Background: an optimization exercise with open tools, aiming at small area. Do not read the settings as production practice.
Only simulation tests tie the RTL to the original design; equivalence was not proved.
No activity file was given, so power comes from the tool's default toggle rates.

==> v34 <==
## prize_field
module prize_field (
	input  logic        clk,
	input  logic        resetN,
	input  logic [10:0] pixel_x,
	input  logic [10:0] pixel_y,
	input  logic [10:0] player_x,
	input  logic [10:0] player_y,
	input  logic        prize_hit,
	input  logic        block_hit,
	input  logic [3:0]  hit_edge,
	input  logic        level,
	input  logic        next_level,
	input  logic        player_alive,
	input  logic [9:0]  random_bits,
	output logic        draw,
	output logic [2:0]  prize_kind,
	output logic [10:0] tile_left,
	output logic [10:0] tile_top,
	output logic [1:0]  color_variant
);
Settings: LEC_CHECK=0, CAP_MARGIN=0, CORE_MARGIN=2, CORE_UTILIZATION=55, GPL_TIMING_DRIVEN=0, SLEW_MARGIN=0; clock period 5.0 ns.
standard.sh (not shown) runs the stock make flow with config.mk's settings and CLKGATE_MAP_FILE= SYNTH_SCRIPT=/design/flow/synth_recipe.tcl, a recipe that flattens the netlist after the stock synthesis.
==> flow/flow/run.sh <==
#!/bin/bash
# The standard layout (standard.sh), with three changes:
#  - synthesis maps the logic with an area-oriented ABC script (synth.tcl,
#    area.abc); flip-flops are mapped as in the standard synthesis;
#  - port buffers are buf_1;
#  - the clock tree uses small clock buffers and no dummy loads.
# Each make step's full log stays under orfs/logs/; the make output as a
# whole goes to make.log here.
set -euo pipefail
here=$(pwd)
export SYNTH_INSBUF=0
# Keep timing repair from picking very large cells.
export DONT_USE_CELLS="sky130_fd_sc_hd__buf_12 sky130_fd_sc_hd__buf_16 sky130_fd_sc_hd__buf_6 sky130_fd_sc_hd__buf_8 sky130_fd_sc_hd__bufbuf_16 sky130_fd_sc_hd__bufbuf_8 sky130_fd_sc_hd__bufinv_16 sky130_fd_sc_hd__bufinv_8 sky130_fd_sc_hd__clkbuf_16 sky130_fd_sc_hd__clkbuf_8 sky130_fd_sc_hd__clkinv_16 sky130_fd_sc_hd__clkinv_8 sky130_fd_sc_hd__ebufn_8 sky130_fd_sc_hd__einvn_8 sky130_fd_sc_hd__einvp_8 sky130_fd_sc_hd__inv_12 sky130_fd_sc_hd__inv_16 sky130_fd_sc_hd__inv_6 sky130_fd_sc_hd__inv_8 sky130_fd_sc_hd__mux2_8 sky130_fd_sc_hd__nand2_8 sky130_fd_sc_hd__nor2_8  sky130_fd_sc_hd__a2111o_4 sky130_fd_sc_hd__a2111oi_4 sky130_fd_sc_hd__a211o_4 sky130_fd_sc_hd__a211oi_4 sky130_fd_sc_hd__a21bo_4 sky130_fd_sc_hd__a21boi_4 sky130_fd_sc_hd__a21o_4 sky130_fd_sc_hd__a21oi_4 sky130_fd_sc_hd__a221o_4 sky130_fd_sc_hd__a221oi_4 sky130_fd_sc_hd__a22o_4 sky130_fd_sc_hd__a22oi_4 sky130_fd_sc_hd__a2bb2o_4 sky130_fd_sc_hd__a2bb2oi_4 sky130_fd_sc_hd__a311o_4 sky130_fd_sc_hd__a311oi_4 sky130_fd_sc_hd__a31o_4 sky130_fd_sc_hd__a31oi_4 sky130_fd_sc_hd__a32o_4 sky130_fd_sc_hd__a32oi_4 sky130_fd_sc_hd__a41o_4 sky130_fd_sc_hd__a41oi_4 sky130_fd_sc_hd__and2_4 sky130_fd_sc_hd__and2b_4 sky130_fd_sc_hd__and3_4 sky130_fd_sc_hd__and3b_4 sky130_fd_sc_hd__and4_4 sky130_fd_sc_hd__and4b_4 sky130_fd_sc_hd__and4bb_4 sky130_fd_sc_hd__clkinv_4 sky130_fd_sc_hd__clkinvlp_4 sky130_fd_sc_hd__dfrtp_4 sky130_fd_sc_hd__dfstp_4 sky130_fd_sc_hd__dfxtp_4 sky130_fd_sc_hd__dlclkp_4 sky130_fd_sc_hd__dlrtn_4 sky130_fd_sc_hd__dlrtp_4 sky130_fd_sc_hd__dlxtn_4 sky130_fd_sc_hd__ebufn_4 sky130_fd_sc_hd__einvn_4 sky130_fd_sc_hd__einvp_4 sky130_fd_sc_hd__fa_4 sky130_fd_sc_hd__ha_4 sky130_fd_sc_hd__inv_4 sky130_fd_sc_hd__maj3_4 sky130_fd_sc_hd__mux2_4 sky130_fd_sc_hd__mux2i_4 sky130_fd_sc_hd__mux4_4 sky130_fd_sc_hd__nand2_4 sky130_fd_sc_hd__nand2b_4 sky130_fd_sc_hd__nand3_4 sky130_fd_sc_hd__nand3b_4 sky130_fd_sc_hd__nand4_4 sky130_fd_sc_hd__nand4b_4 sky130_fd_sc_hd__nand4bb_4 sky130_fd_sc_hd__nor2_4 sky130_fd_sc_hd__nor2b_4 sky130_fd_sc_hd__nor3_4 sky130_fd_sc_hd__nor3b_4 sky130_fd_sc_hd__nor4_4 sky130_fd_sc_hd__nor4b_4 sky130_fd_sc_hd__nor4bb_4 sky130_fd_sc_hd__o2111a_4 sky130_fd_sc_hd__o2111ai_4 sky130_fd_sc_hd__o211a_4 sky130_fd_sc_hd__o211ai_4 sky130_fd_sc_hd__o21a_4 sky130_fd_sc_hd__o21ai_4 sky130_fd_sc_hd__o21ba_4 sky130_fd_sc_hd__o21bai_4 sky130_fd_sc_hd__o221a_4 sky130_fd_sc_hd__o221ai_4 sky130_fd_sc_hd__o22a_4 sky130_fd_sc_hd__o22ai_4 sky130_fd_sc_hd__o2bb2a_4 sky130_fd_sc_hd__o2bb2ai_4 sky130_fd_sc_hd__o311a_4 sky130_fd_sc_hd__o311ai_4 sky130_fd_sc_hd__o31a_4 sky130_fd_sc_hd__o31ai_4 sky130_fd_sc_hd__o32a_4 sky130_fd_sc_hd__o32ai_4 sky130_fd_sc_hd__o41a_4 sky130_fd_sc_hd__o41ai_4 sky130_fd_sc_hd__or2_4 sky130_fd_sc_hd__or2b_4 sky130_fd_sc_hd__or3_4 sky130_fd_sc_hd__or3b_4 sky130_fd_sc_hd__or4_4 sky130_fd_sc_hd__or4b_4 sky130_fd_sc_hd__or4bb_4 sky130_fd_sc_hd__sdfrtp_4 sky130_fd_sc_hd__sdfstp_4 sky130_fd_sc_hd__sdfxtp_4 sky130_fd_sc_hd__sdlclkp_4 sky130_fd_sc_hd__sedfxtp_4 sky130_fd_sc_hd__xnor2_4 sky130_fd_sc_hd__xnor3_4 sky130_fd_sc_hd__xor2_4 sky130_fd_sc_hd__xor3_4 "
export AREA_ABC_SCRIPT=$here/flow/area.abc
export BUFFER_PORTS_ARGS="-buffer_cell sky130_fd_sc_hd__buf_1"
export CTS_ARGS="-sink_clustering_enable -repair_clock_nets -dont_use_dummy_load -buf_list {sky130_fd_sc_hd__clkbuf_2 sky130_fd_sc_hd__clkbuf_4}"
bash standard.sh SYNTH_SCRIPT=$here/flow/synth.tcl SKIP_REPAIR_TIE_FANOUT=1 finish > make.log 2>&1
Other scripts of this flow, unchanged in this note and not shown: flow/flow/area.abc, flow/flow/synth.tcl
==> v12: changes against v34 <==
==> flow/flow/run.sh (replaced) <==
#!/bin/bash
# The standard layout (standard.sh), with three changes:
#  - synthesis maps the logic with an area-oriented ABC script (synth.tcl,
#    area.abc); flip-flops are mapped as in the standard synthesis;
#  - port buffers are buf_1;
#  - the clock tree uses small clock buffers and no dummy loads.
# Each make step's full log stays under orfs/logs/; the make output as a
# whole goes to make.log here.
set -euo pipefail
here=$(pwd)
export AREA_ABC_SCRIPT=$here/flow/area.abc
export BUFFER_PORTS_ARGS="-buffer_cell sky130_fd_sc_hd__buf_1"
export CTS_ARGS="-sink_clustering_enable -repair_clock_nets -dont_use_dummy_load -buf_list {sky130_fd_sc_hd__clkbuf_2 sky130_fd_sc_hd__clkbuf_4}"
bash standard.sh SYNTH_SCRIPT=$here/flow/synth.tcl SKIP_REPAIR_TIE_FANOUT=1 finish > make.log 2>&1
CAP_MARGIN = 20   (was 0)
SLEW_MARGIN = 20   (was 0)
==> metrics.cfg <==
[finish]
nets = 628
final_util = 0.643

[status]
status = finished clean

[timing]
min_period_ns = 2.98
fin_hold_ws_ns = 0.326
skew_ns = 0.0267
min_period_over_period = 0.596

[pwr]
p_seq_mw = 0.967

[drt]
wl_um = 11700
met1Wirelength_um = 5090

[placement]
placedInstanceArea_mm2 = 0.00486

[critical_path]
crit_arrival_ns = 3.35
crit_chain = buf_1 > nand3b_1 > nor3_1 > o21ai_0 > and3_1 > nand4_1 > and4b_1 > a31oi_1 > nand3_1 > nand2b_1

[grt]
antenna_found_initial = 1

the above is filed under v12

==> metrics.cfg <==
[status]
status = finished clean

[critical_path]
crit_arrival_ns = 3.66
crit_chain = buf_1 > or3b_1 > nor3_1 > a222oi_1 > and3_1 > nand4_1 > and4b_1 > a31oi_1 > nand3_1 > nand2b_1

[timing]
min_period_ns = 3.26
min_period_over_period = 0.652
fin_hold_ws_ns = 0.327

[drt]
wl_um = 11600

[grt]
antenna_found_initial = 0

the above is filed under v34


========
==> wip/quartz <==
Another version of the RTL of prize_field (not shown whole).
==> flow/config.mk <==
export PLATFORM = sky130hd
export DESIGN_NAME = prize_field
export DESIGN_NICKNAME = prize_field
export VERILOG_FILES = /design/flow/design.v
export SDC_FILE = /design/flow/constraint.sdc
export NUM_CORES = 4
export LEC_CHECK = 0
export CAP_MARGIN = 10
export CORE_MARGIN = 2
export CORE_UTILIZATION = 55
export GPL_TIMING_DRIVEN = 0
export SLEW_MARGIN = 10
==> flow/constraint.sdc <==
create_clock -name core_clock -period 5.0 [get_ports {clk}]
set_input_delay 1.0000 -clock core_clock [delete_from_list [all_inputs] [get_ports {clk}]]
set_output_delay 1.0000 -clock core_clock [all_outputs]
set_load 0.01 [all_outputs]
==> flow/flow/run.sh <==
#!/bin/bash
# The standard layout (standard.sh), with these changes:
#  - synthesis maps the logic with an area-oriented ABC script (synth.tcl,
#    area.abc); flip-flops are mapped as in the standard synthesis;
#  - buffers that synthesis would put on outputs are left out
#    (SYNTH_INSBUF=0), and the one tie cell drives every constant output;
#  - port buffers are buf_1;
#  - the clock tree uses clkbuf_8 and no dummy loads.
# Each make step's full log stays under orfs/logs/; the make output as a
# whole goes to make.log here.
set -euo pipefail
here=$(pwd)
# The platform's don't-use cells; very large cells that timing repair
# would otherwise pick for the one high-fanout net; and a22o, nor3 and nor4,
# so that the map's decoders come out as NAND-style gates, which need less
# upsizing in the layout. Given on the make command line, since ORFS re-runs
# make for each step without the environment's additions to this list.
dont_use="sky130_fd_sc_hd__probe_p_8 sky130_fd_sc_hd__probec_p_8 sky130_fd_sc_hd__lpflow_bleeder_1 sky130_fd_sc_hd__lpflow_clkbufkapwr_1 sky130_fd_sc_hd__lpflow_clkbufkapwr_16 sky130_fd_sc_hd__lpflow_clkbufkapwr_2 sky130_fd_sc_hd__lpflow_clkbufkapwr_4 sky130_fd_sc_hd__lpflow_clkbufkapwr_8 sky130_fd_sc_hd__lpflow_clkinvkapwr_1 sky130_fd_sc_hd__lpflow_clkinvkapwr_16 sky130_fd_sc_hd__lpflow_clkinvkapwr_2 sky130_fd_sc_hd__lpflow_clkinvkapwr_4 sky130_fd_sc_hd__lpflow_clkinvkapwr_8 sky130_fd_sc_hd__lpflow_decapkapwr_12 sky130_fd_sc_hd__lpflow_decapkapwr_3 sky130_fd_sc_hd__lpflow_decapkapwr_4 sky130_fd_sc_hd__lpflow_decapkapwr_6 sky130_fd_sc_hd__lpflow_decapkapwr_8 sky130_fd_sc_hd__lpflow_inputiso0n_1 sky130_fd_sc_hd__lpflow_inputiso0p_1 sky130_fd_sc_hd__lpflow_inputiso1n_1 sky130_fd_sc_hd__lpflow_inputiso1p_1 sky130_fd_sc_hd__lpflow_inputisolatch_1 sky130_fd_sc_hd__lpflow_isobufsrc_1 sky130_fd_sc_hd__lpflow_isobufsrc_16 sky130_fd_sc_hd__lpflow_isobufsrc_2 sky130_fd_sc_hd__lpflow_isobufsrc_4 sky130_fd_sc_hd__lpflow_isobufsrc_8 sky130_fd_sc_hd__lpflow_isobufsrckapwr_16 sky130_fd_sc_hd__lpflow_lsbuf_lh_hl_isowell_tap_1 sky130_fd_sc_hd__lpflow_lsbuf_lh_hl_isowell_tap_2 sky130_fd_sc_hd__lpflow_lsbuf_lh_hl_isowell_tap_4 sky130_fd_sc_hd__lpflow_lsbuf_lh_isowell_4 sky130_fd_sc_hd__lpflow_lsbuf_lh_isowell_tap_1 sky130_fd_sc_hd__lpflow_lsbuf_lh_isowell_tap_2 sky130_fd_sc_hd__lpflow_lsbuf_lh_isowell_tap_4 sky130_fd_sc_hd__buf_12 sky130_fd_sc_hd__buf_16 sky130_fd_sc_hd__buf_6 sky130_fd_sc_hd__buf_8 sky130_fd_sc_hd__bufbuf_16 sky130_fd_sc_hd__bufbuf_8 sky130_fd_sc_hd__bufinv_16 sky130_fd_sc_hd__bufinv_8 sky130_fd_sc_hd__clkbuf_16 sky130_fd_sc_hd__clkbuf_8 sky130_fd_sc_hd__clkinv_16 sky130_fd_sc_hd__clkinv_8 sky130_fd_sc_hd__ebufn_8 sky130_fd_sc_hd__einvn_8 sky130_fd_sc_hd__einvp_8 sky130_fd_sc_hd__inv_12 sky130_fd_sc_hd__inv_16 sky130_fd_sc_hd__inv_6 sky130_fd_sc_hd__inv_8 sky130_fd_sc_hd__mux2_8 sky130_fd_sc_hd__nand2_8 sky130_fd_sc_hd__nor2_8 sky130_fd_sc_hd__a22o_1 sky130_fd_sc_hd__a22o_2 sky130_fd_sc_hd__a22o_4 sky130_fd_sc_hd__nor3_1 sky130_fd_sc_hd__nor3_2 sky130_fd_sc_hd__nor3_4 sky130_fd_sc_hd__nor4_1 sky130_fd_sc_hd__nor4_2 sky130_fd_sc_hd__nor4_4"
export SYNTH_INSBUF=0
export AREA_ABC_SCRIPT=$here/flow/area.abc
export BUFFER_PORTS_ARGS="-buffer_cell sky130_fd_sc_hd__buf_1"
export CTS_ARGS="-sink_clustering_enable -repair_clock_nets -dont_use_dummy_load -buf_list {sky130_fd_sc_hd__clkbuf_8}"
bash standard.sh SYNTH_SCRIPT=$here/flow/synth.tcl SKIP_REPAIR_TIE_FANOUT=1 DONT_USE_CELLS="$dont_use" finish > make.log 2>&1
Other scripts of this flow, unchanged in this note and not shown: flow/flow/area.abc, flow/flow/synth.tcl
==> wip/fjord: changes against wip/quartz <==
--- a/flow/design.v
+++ b/flow/design.v
@@ -119,42 +119,42 @@
 		else l1_0_8 <= (l1_0_8 && nrl) || (bump_row[0] && q_col[8]);
 	logic l1_0_9;
 	always_ff @(posedge clk or negedge resetN)
 		if (!resetN) l1_0_9 <= 1'b0;
 		else l1_0_9 <= (l1_0_9 && nrl) || (bump_row[0] && q_col[9]);
-	logic e0_0_9;
+	logic p0_0_9;
 	always_ff @(posedge clk or negedge resetN)
-		if (!resetN) e0_0_9 <= 1'b1;
-		else e0_0_9 <= (e0_0_9 && nrl) || (take_row[0] && q_col[9]) || ld0;
+		if (!resetN) p0_0_9 <= 1'b0;
+		else p0_0_9 <= !((!p0_0_9 && nrl) || (take_row[0] && q_col[9]) || ld0);
 	logic l1_1_0;
 	always_ff @(posedge clk or negedge resetN)
 		if (!resetN) l1_1_0 <= 1'b0;
 		else l1_1_0 <= (l1_1_0 && nrl) || (bump_row[1] && q_col[0]);
 	logic l1_1_1;
 	always_ff @(posedge clk or negedge resetN)
 		if (!resetN) l1_1_1 <= 1'b0;
 		else l1_1_1 <= (l1_1_1 && nrl) || (bump_row[1] && q_col[1]);
-	logic e0_1_1;
+	logic p0_1_1;
 	always_ff @(posedge clk or negedge resetN)
-		if (!resetN) e0_1_1 <= 1'b0;
-		else e0_1_1 <= (e0_1_1 && nrl) || (take_row[1] && q_col[1]);
+		if (!resetN) p0_1_1 <= 1'b1;
+		else p0_1_1 <= !((!p0_1_1 && nrl) || (take_row[1] && q_col[1]));
 	logic l1_1_2;
 	always_ff @(posedge clk or negedge resetN)
 		if (!resetN) l1_1_2 <= 1'b0;
 		else l1_1_2 <= (l1_1_2 && nrl) || (bump_row[1] && q_col[2]);
-	logic e0_1_2;
+	logic p0_1_2;
 	always_ff @(posedge clk or negedge resetN)
-		if (!resetN) e0_1_2 <= 1'b0;
-		else e0_1_2 <= (e0_1_2 && nrl) || (take_row[1] && q_col[2]);
+		if (!resetN) p0_1_2 <= 1'b1;
+		else p0_1_2 <= !((!p0_1_2 && nrl) || (take_row[1] && q_col[2]));
 	logic l1_1_3;
 	always_ff @(posedge clk or negedge resetN)
 		if (!resetN) l1_1_3 <= 1'b0;
 		else l1_1_3 <= (l1_1_3 && nrl) || (bump_row[1] && q_col[3]);
-	logic e0_1_3;
+	logic p0_1_3;
 	always_ff @(posedge clk or negedge resetN)
-		if (!resetN) e0_1_3 <= 1'b0;
-		else e0_1_3 <= (e0_1_3 && nrl) || (take_row[1] && q_col[3]);
+		if (!resetN) p0_1_3 <= 1'b1;
+		else p0_1_3 <= !((!p0_1_3 && nrl) || (take_row[1] && q_col[3]));
 	logic l1_1_4;
 	always_ff @(posedge clk or negedge resetN)
 		if (!resetN) l1_1_4 <= 1'b0;
 		else l1_1_4 <= (l1_1_4 && nrl) || (bump_row[1] && q_col[4]);
 	logic l1_1_5;
@@ -171,14 +171,14 @@
 		else l1_1_7 <= (l1_1_7 && nrl) || (bump_row[1] && q_col[7]);
 	logic l1_1_8;
 	always_ff @(posedge clk or negedge resetN)
 		if (!resetN) l1_1_8 <= 1'b0;
 		else l1_1_8 <= (l1_1_8 && nrl) || (bump_row[1] && q_col[8]);
-	logic e0_1_8;
+	logic p0_1_8;
 	always_ff @(posedge clk or negedge resetN)
-		if (!resetN) e0_1_8 <= 1'b1;
-		else e0_1_8 <= (e0_1_8 && nrl) || (take_row[1] && q_col[8]) || ld0;
+		if (!resetN) p0_1_8 <= 1'b0;
+		else p0_1_8 <= !((!p0_1_8 && nrl) || (take_row[1] && q_col[8]) || ld0);
 	logic l1_1_9;
 	always_ff @(posedge clk or negedge resetN)
 		if (!resetN) l1_1_9 <= 1'b0;
 		else l1_1_9 <= (l1_1_9 && nrl) || (bump_row[1] && q_col[9]);
 	logic l1_2_0;
@@ -211,14 +211,14 @@
 		else l1_2_6 <= (l1_2_6 && nrl) || (bump_row[2] && q_col[6]) || ld1;
 	logic l1_2_7;
 	always_ff @(posedge clk or negedge resetN)
 		if (!resetN) l1_2_7 <= 1'b0;
 		else l1_2_7 <= (l1_2_7 && nrl) || (bump_row[2] && q_col[7]);
-	logic e0_2_7;
+	logic p0_2_7;
 	always_ff @(posedge clk or negedge resetN)
-		if (!resetN) e0_2_7 <= 1'b0;
-		else e0_2_7 <= (e0_2_7 && nrl) || (q_col[7] && (take0_row2 || take1_row1));
+		if (!resetN) p0_2_7 <= 1'b1;
+		else p0_2_7 <= !((!p0_2_7 && nrl) || (q_col[7] && (take0_row2 || take1_row1)));
 	logic l1_2_8;
 	always_ff @(posedge clk or negedge resetN)
 		if (!resetN) l1_2_8 <= 1'b0;
 		else l1_2_8 <= (l1_2_8 && nrl) || (bump_row[2] && q_col[8]);
 	logic l1_2_9;
@@ -243,22 +243,22 @@
 		else l1_3_3 <= (l1_3_3 && nrl) || (bump_row[3] && q_col[3]);
 	logic l1_3_4;
 	always_ff @(posedge clk or negedge resetN)
 		if (!resetN) l1_3_4 <= 1'b0;
 		else l1_3_4 <= (l1_3_4 && nrl) || (bump_row[3] && q_col[4]);
-	logic e0_3_4;
+	logic p0_3_4;
 	always_ff @(posedge clk or negedge resetN)
-		if (!resetN) e0_3_4 <= 1'b1;
-		else e0_3_4 <= (e0_3_4 && nrl) || (take_row[3] && q_col[4]) || ld0;
+		if (!resetN) p0_3_4 <= 1'b0;
+		else p0_3_4 <= !((!p0_3_4 && nrl) || (take_row[3] && q_col[4]) || ld0);
 	logic l1_3_5;
 	always_ff @(posedge clk or negedge resetN)
 		if (!resetN) l1_3_5 <= 1'b0;
 		else l1_3_5 <= (l1_3_5 && nrl) || (bump_row[3] && q_col[5]);
-	logic e0_3_5;
+	logic p0_3_5;
 	always_ff @(posedge clk or negedge resetN)
-		if (!resetN) e0_3_5 <= 1'b1;
-		else e0_3_5 <= (e0_3_5 && nrl) || (take_row[3] && q_col[5]) || ld0;
+		if (!resetN) p0_3_5 <= 1'b0;
+		else p0_3_5 <= !((!p0_3_5 && nrl) || (take_row[3] && q_col[5]) || ld0);
 	logic l1_3_6;
 	always_ff @(posedge clk or negedge resetN)
 		if (!resetN) l1_3_6 <= 1'b0;
 		else l1_3_6 <= (l1_3_6 && nrl) || (bump_row[3] && q_col[6]);
 	logic l1_3_7;
@@ -275,14 +275,14 @@
 		else l1_3_9 <= (l1_3_9 && nrl) || (bump_row[3] && q_col[9]);
 	logic l1_4_0;
 	always_ff @(posedge clk or negedge resetN)
 		if (!resetN) l1_4_0 <= 1'b0;
 		else l1_4_0 <= (l1_4_0 && nrl) || (bump_row[4] && q_col[0]);
-	logic e0_4_0;
+	logic p0_4_0;
 	always_ff @(posedge clk or negedge resetN)
-		if (!resetN) e0_4_0 <= 1'b0;
-		else e0_4_0 <= (e0_4_0 && nrl) || (q_col[0] && (take0_row4 || take1_row1));
+		if (!resetN) p0_4_0 <= 1'b1;
+		else p0_4_0 <= !((!p0_4_0 && nrl) || (q_col[0] && (take0_row4 || take1_row1)));
 	logic l1_4_1;
 	always_ff @(posedge clk or negedge resetN)
 		if (!resetN) l1_4_1 <= 1'b0;
 		else l1_4_1 <= (l1_4_1 && nrl) || (bump_row[4] && q_col[1]);
 	logic l1_4_2;
@@ -299,14 +299,14 @@
 		else l1_4_4 <= (l1_4_4 && nrl) || (bump_row[4] && q_col[4]);
 	logic l1_4_5;
 	always_ff @(posedge clk or negedge resetN)
 		if (!resetN) l1_4_5 <= 1'b1;
 		else l1_4_5 <= (l1_4_5 && nrl) || (bump_row[4] && q_col[5]) || ld0;
-	logic e0_4_5;
+	logic p0_4_5;
 	always_ff @(posedge clk or negedge resetN)
-		if (!resetN) e0_4_5 <= 1'b0;
-		else e0_4_5 <= (e0_4_5 && nrl) || (q_col[5] && (take0_row4 || take1_row1));
+		if (!resetN) p0_4_5 <= 1'b1;
+		else p0_4_5 <= !((!p0_4_5 && nrl) || (q_col[5] && (take0_row4 || take1_row1)));
 	logic l1_4_6;
 	always_ff @(posedge clk or negedge resetN)
 		if (!resetN) l1_4_6 <= 1'b0;
 		else l1_4_6 <= (l1_4_6 && nrl) || (bump_row[4] && q_col[6]);
 	logic l1_4_7;
@@ -319,22 +319,22 @@
 		else l1_4_8 <= (l1_4_8 && nrl) || (bump_row[4] && q_col[8]);
 	logic l1_4_9;
 	always_ff @(posedge clk or negedge resetN)
 		if (!resetN) l1_4_9 <= 1'b0;
 		else l1_4_9 <= (l1_4_9 && nrl) || (bump_row[4] && q_col[9]);
-	logic e0_4_9;
+	logic p0_4_9;
 	always_ff @(posedge clk or negedge resetN)
-		if (!resetN) e0_4_9 <= 1'b0;
-		else e0_4_9 <= (e0_4_9 && nrl) || (q_col[9] && (take0_row4 || take1_row1));
+		if (!resetN) p0_4_9 <= 1'b1;
+		else p0_4_9 <= !((!p0_4_9 && nrl) || (q_col[9] && (take0_row4 || take1_row1)));
 	logic l1_5_0;
 	always_ff @(posedge clk or negedge resetN)
 		if (!resetN) l1_5_0 <= 1'b0;
 		else l1_5_0 <= (l1_5_0 && nrl) || (bump_row[5] && q_col[0]);
-	logic e0_5_0;
+	logic p0_5_0;
 	always_ff @(posedge clk or negedge resetN)
-		if (!resetN) e0_5_0 <= 1'b1;
-		else e0_5_0 <= (e0_5_0 && nrl) || (take_row[5] && q_col[0]) || ld0;
+		if (!resetN) p0_5_0 <= 1'b0;
+		else p0_5_0 <= !((!p0_5_0 && nrl) || (take_row[5] && q_col[0]) || ld0);
 	logic l1_5_1;
 	always_ff @(posedge clk or negedge resetN)
 		if (!resetN) l1_5_1 <= 1'b0;
 		else l1_5_1 <= (l1_5_1 && nrl) || (bump_row[5] && q_col[1]);
 	logic l1_5_2;
@@ -363,14 +363,14 @@
 		else l1_5_7 <= (l1_5_7 && nrl) || (bump_row[5] && q_col[7]);
 	logic l1_5_8;
 	always_ff @(posedge clk or negedge resetN)
 		if (!resetN) l1_5_8 <= 1'b0;
 		else l1_5_8 <= (l1_5_8 && nrl) || (bump_row[5] && q_col[8]);
-	logic e0_5_8;
+	logic p0_5_8;
 	always_ff @(posedge clk or negedge resetN)
-		if (!resetN) e0_5_8 <= 1'b1;
-		else e0_5_8 <= (e0_5_8 && nrl) || (take_row[5] && q_col[8]) || ld0;
+		if (!resetN) p0_5_8 <= 1'b0;
+		else p0_5_8 <= !((!p0_5_8 && nrl) || (take_row[5] && q_col[8]) || ld0);
 	logic l1_5_9;
 	always_ff @(posedge clk or negedge resetN)
 		if (!resetN) l1_5_9 <= 1'b0;
 		else l1_5_9 <= (l1_5_9 && nrl) || (bump_row[5] && q_col[9]);
 	logic l1_6_0;
@@ -383,22 +383,22 @@
 		else l1_6_1 <= (l1_6_1 && nrl) || (bump_row[6] && q_col[1]);
 	logic l1_6_2;
 	always_ff @(posedge clk or negedge resetN)
 		if (!resetN) l1_6_2 <= 1'b0;
 		else l1_6_2 <= (l1_6_2 && nrl) || (bump_row[6] && q_col[2]);
-	logic e0_6_2;
+	logic p0_6_2;
 	always_ff @(posedge clk or negedge resetN)
-		if (!resetN) e0_6_2 <= 1'b0;
-		else e0_6_2 <= (e0_6_2 && nrl) || (take0_row6 && q_col[2]) || (take1_row1 && q_col[4]);
+		if (!resetN) p0_6_2 <= 1'b1;
+		else p0_6_2 <= !((!p0_6_2 && nrl) || (take0_row6 && q_col[2]) || (take1_row1 && q_col[4]));
 	logic l1_6_3;
 	always_ff @(posedge clk or negedge resetN)
 		if (!resetN) l1_6_3 <= 1'b0;
 		else l1_6_3 <= (l1_6_3 && nrl) || (bump_row[6] && q_col[3]);
-	logic e0_6_3;
+	logic p0_6_3;
 	always_ff @(posedge clk or negedge resetN)
-		if (!resetN) e0_6_3 <= 1'b0;
-		else e0_6_3 <= (e0_6_3 && nrl) || (take0_row6 && q_col[3]) || (take1_row1 && q_col[6]);
+		if (!resetN) p0_6_3 <= 1'b1;
+		else p0_6_3 <= !((!p0_6_3 && nrl) || (take0_row6 && q_col[3]) || (take1_row1 && q_col[6]));
 	logic l1_6_4;
 	always_ff @(posedge clk or negedge resetN)
 		if (!resetN) l1_6_4 <= 1'b0;
 		else l1_6_4 <= (l1_6_4 && nrl) || (bump_row[6] && q_col[4]);
 	logic l1_6_5;
@@ -440,31 +440,31 @@
 	assign t_l1[7] = l1_0_7;
 	assign t_l0[7] = 1'b0;
 	assign t_l1[8] = l1_0_8;
 	assign t_l0[8] = 1'b0;
 	assign t_l1[9] = l1_0_9;
-	assign t_l0[9] = !e0_0_9;
+	assign t_l0[9] = p0_0_9;
 	assign t_l1[10] = l1_1_0;
-	assign t_l0[10] = (!e0_4_0 && lvq);
+	assign t_l0[10] = (p0_4_0 && lvq);
 	assign t_l1[11] = l1_1_1;
-	assign t_l0[11] = !e0_1_1;
+	assign t_l0[11] = p0_1_1;
 	assign t_l1[12] = l1_1_2;
-	assign t_l0[12] = !e0_1_2;
+	assign t_l0[12] = p0_1_2;
 	assign t_l1[13] = l1_1_3;
-	assign t_l0[13] = !e0_1_3;
+	assign t_l0[13] = p0_1_3;
 	assign t_l1[14] = l1_1_4;
-	assign t_l0[14] = (!e0_6_2 && lvq);
+	assign t_l0[14] = (p0_6_2 && lvq);
 	assign t_l1[15] = l1_1_5;
-	assign t_l0[15] = (!e0_4_5 && lvq);
+	assign t_l0[15] = (p0_4_5 && lvq);
 	assign t_l1[16] = l1_1_6;
-	assign t_l0[16] = (!e0_6_3 && lvq);
+	assign t_l0[16] = (p0_6_3 && lvq);
 	assign t_l1[17] = l1_1_7;
-	assign t_l0[17] = (!e0_2_7 && lvq);
+	assign t_l0[17] = (p0_2_7 && lvq);
 	assign t_l1[18] = l1_1_8;
-	assign t_l0[18] = !e0_1_8;
+	assign t_l0[18] = p0_1_8;
 	assign t_l1[19] = l1_1_9;
-	assign t_l0[19] = (!e0_4_9 && lvq);
+	assign t_l0[19] = (p0_4_9 && lvq);
 	assign t_l1[20] = l1_2_0;
 	assign t_l0[20] = 1'b0;
 	assign t_l1[21] = l1_2_1;
 	assign t_l0[21] = 1'b0;
 	assign t_l1[22] = l1_2_2;
@@ -476,11 +476,11 @@
 	assign t_l1[25] = l1_2_5;
 	assign t_l0[25] = 1'b0;
 	assign t_l1[26] = l1_2_6;
 	assign t_l0[26] = 1'b0;
 	assign t_l1[27] = l1_2_7;
-	assign t_l0[27] = (!e0_2_7 && !lvq);
+	assign t_l0[27] = (p0_2_7 && !lvq);
 	assign t_l1[28] = l1_2_8;
 	assign t_l0[28] = 1'b0;
 	assign t_l1[29] = l1_2_9;
 	assign t_l0[29] = 1'b0;
 	assign t_l1[30] = l1_3_0;
@@ -490,43 +490,43 @@
 	assign t_l1[32] = l1_3_2;
 	assign t_l0[32] = 1'b0;
 	assign t_l1[33] = l1_3_3;
 	assign t_l0[33] = 1'b0;
 	assign t_l1[34] = l1_3_4;
-	assign t_l0[34] = !e0_3_4;
+	assign t_l0[34] = p0_3_4;
 	assign t_l1[35] = l1_3_5;
-	assign t_l0[35] = !e0_3_5;
+	assign t_l0[35] = p0_3_5;
 	assign t_l1[36] = l1_3_6;
 	assign t_l0[36] = 1'b0;
 	assign t_l1[37] = l1_3_7;
 	assign t_l0[37] = 1'b0;
 	assign t_l1[38] = l1_3_8;
 	assign t_l0[38] = 1'b0;
 	assign t_l1[39] = l1_3_9;
 	assign t_l0[39] = 1'b0;
 	assign t_l1[40] = l1_4_0;
-	assign t_l0[40] = (!e0_4_0 && !lvq);
+	assign t_l0[40] = (p0_4_0 && !lvq);
 	assign t_l1[41] = l1_4_1;
 	assign t_l0[41] = 1'b0;
 	assign t_l1[42] = l1_4_2;
 	assign t_l0[42] = 1'b0;
 	assign t_l1[43] = l1_4_3;
 	assign t_l0[43] = 1'b0;
 	assign t_l1[44] = l1_4_4;
 	assign t_l0[44] = 1'b0;
 	assign t_l1[45] = l1_4_5;
-	assign t_l0[45] = (!e0_4_5 && !lvq);
+	assign t_l0[45] = (p0_4_5 && !lvq);
 	assign t_l1[46] = l1_4_6;
 	assign t_l0[46] = 1'b0;
 	assign t_l1[47] = l1_4_7;
 	assign t_l0[47] = 1'b0;
 	assign t_l1[48] = l1_4_8;
 	assign t_l0[48] = 1'b0;
 	assign t_l1[49] = l1_4_9;
-	assign t_l0[49] = (!e0_4_9 && !lvq);
+	assign t_l0[49] = (p0_4_9 && !lvq);
 	assign t_l1[50] = l1_5_0;
-	assign t_l0[50] = !e0_5_0;
+	assign t_l0[50] = p0_5_0;
 	assign t_l1[51] = l1_5_1;
 	assign t_l0[51] = 1'b0;
 	assign t_l1[52] = l1_5_2;
 	assign t_l0[52] = 1'b0;
 	assign t_l1[53] = l1_5_3;
@@ -538,21 +538,21 @@
 	assign t_l1[56] = l1_5_6;
 	assign t_l0[56] = 1'b0;
 	assign t_l1[57] = l1_5_7;
 	assign t_l0[57] = 1'b0;
 	assign t_l1[58] = l1_5_8;
-	assign t_l0[58] = !e0_5_8;
+	assign t_l0[58] = p0_5_8;
 	assign t_l1[59] = l1_5_9;
 	assign t_l0[59] = 1'b0;
 	assign t_l1[60] = l1_6_0;
 	assign t_l0[60] = 1'b0;
 	assign t_l1[61] = l1_6_1;
 	assign t_l0[61] = 1'b0;
 	assign t_l1[62] = l1_6_2;
-	assign t_l0[62] = (!e0_6_2 && !lvq);
+	assign t_l0[62] = (p0_6_2 && !lvq);
 	assign t_l1[63] = l1_6_3;
-	assign t_l0[63] = (!e0_6_3 && !lvq);
+	assign t_l0[63] = (p0_6_3 && !lvq);
 	assign t_l1[64] = l1_6_4;
 	assign t_l0[64] = 1'b0;
 	assign t_l1[65] = l1_6_5;
 	assign t_l0[65] = 1'b0;
 	assign t_l1[66] = l1_6_6;
@@ -575,11 +575,11 @@
 		for (int r = 0; r < 7; r++) p_row[r] = (pixel_y[8:6] == 3'(r));
 		for (int r = 0; r < 7; r++) row_any[r] = |(t_l1[r*10 +: 10] & p_col) || |(t_l0[r*10 +: 10] & p_col);
 		row_any[7] = 1'b0;
 	end
 	assign a_any = p_hi && |(row_any[6:0] & p_row);
-	assign a_gem_d = p_hi && ((p_row[0] && p_col[9] && !e0_0_9) || (p_row[2] && p_col[7] && (!e0_2_7 && !lvq)) || (p_row[4] && p_col[5] && (!e0_4_5 && !lvq)) || (p_row[5] && p_col[0] && !e0_5_0));
+	assign a_gem_d = p_hi && ((p_row[0] && p_col[9] && p0_0_9) || (p_row[2] && p_col[7] && (p0_2_7 && !lvq)) || (p_row[4] && p_col[5] && (p0_4_5 && !lvq)) || (p_row[5] && p_col[0] && p0_5_0));
 	logic [3:0] pc;
 	logic [2:0] pr;
 	logic [3:0] a_col, b_col, c_col;
 	logic [2:0] a_row, b_row, c_row;
 	logic       a_gem, b_gem, c_gem;
==> comparison table <==
                                                           wip/quartz  wip/fjord
Net count after synthesis                                         510        506
Iter 0 DRT Violations                                             351        286
Cell internal pwr                                           0.00112 W  0.00111 W
Global placement routability congestion                         0.898      0.823
Global-route wire length before repair                        18.7 mm    19.0 mm
Sequential share of the synthesized area                        59.5%      59.8%
Result of the run                            timing/DRC/antenna clean  timing/DRC/antenna clean
Part of the total power dissipated in sequential elements       63.2%      63.3%
Nets@finish                                                       577        572
Vias per cell                                                    6.12       6.21
Shortest clock period the worst path allows after layout      3.19 ns    3.78 ns
Number of detailed-route iterations in the first pass               5          6
Clock-cell share                                                2.48%      2.49%
Share of the final layout cell area in sequential cells         53.6%      54.0%
Die height                                                    94.5 um    94.4 um
Multiplexer share of the synthesized area                       2.44%      2.45%
Total power                                                 0.00147 W  0.00147 W
Signal buffers                                                     56         55
Master of the slowest instance on the critical path            nor2_1    nor4b_1

[static timing again, ports no longer ideal]
The results above use ideal ports. As a check the final layouts listed here were re-extracted and re-timed, cells and wires unchanged. Step 1, drivers: a clkbuf_16 drives clk and a buf_2 each remaining input, both assumed. Step 2 times the ports against the registers' clock, not the clock port: input delays grow and output delays shrink by t, the midpoint of the rising clock arrivals with the driver on. Three values: ideal ports, drivers, drivers and shift; two values: the first two.
run	t, ns	setup slack, ns	worst hold slack (ns)	latest minus earliest clock arrival (ns)	worst slew at a driven data input, ns
v34	0.524	1.741 / 1.738 / 1.214	0.327 / 0.327 / 0.327	0.034 / 0.034	0.04
v12	0.516	2.020 / 2.019 / 1.503	0.326 / 0.326 / 0.326	0.039 / 0.038	0.04
wip/quartz	0.391	1.809 / 1.818 / 1.427	0.312 / 0.312 / 0.312	0.025 / 0.024	0.04
wip/fjord	0.393	1.224 / 1.232 / 0.840	0.313 / 0.313 / 0.313	0.026 / 0.027	0.05
After both steps every run listed still meets setup and hold. For v34, which loses most, drivers alone change the setup slack by -0.003 ns; drivers and shift together by -0.527 ns.
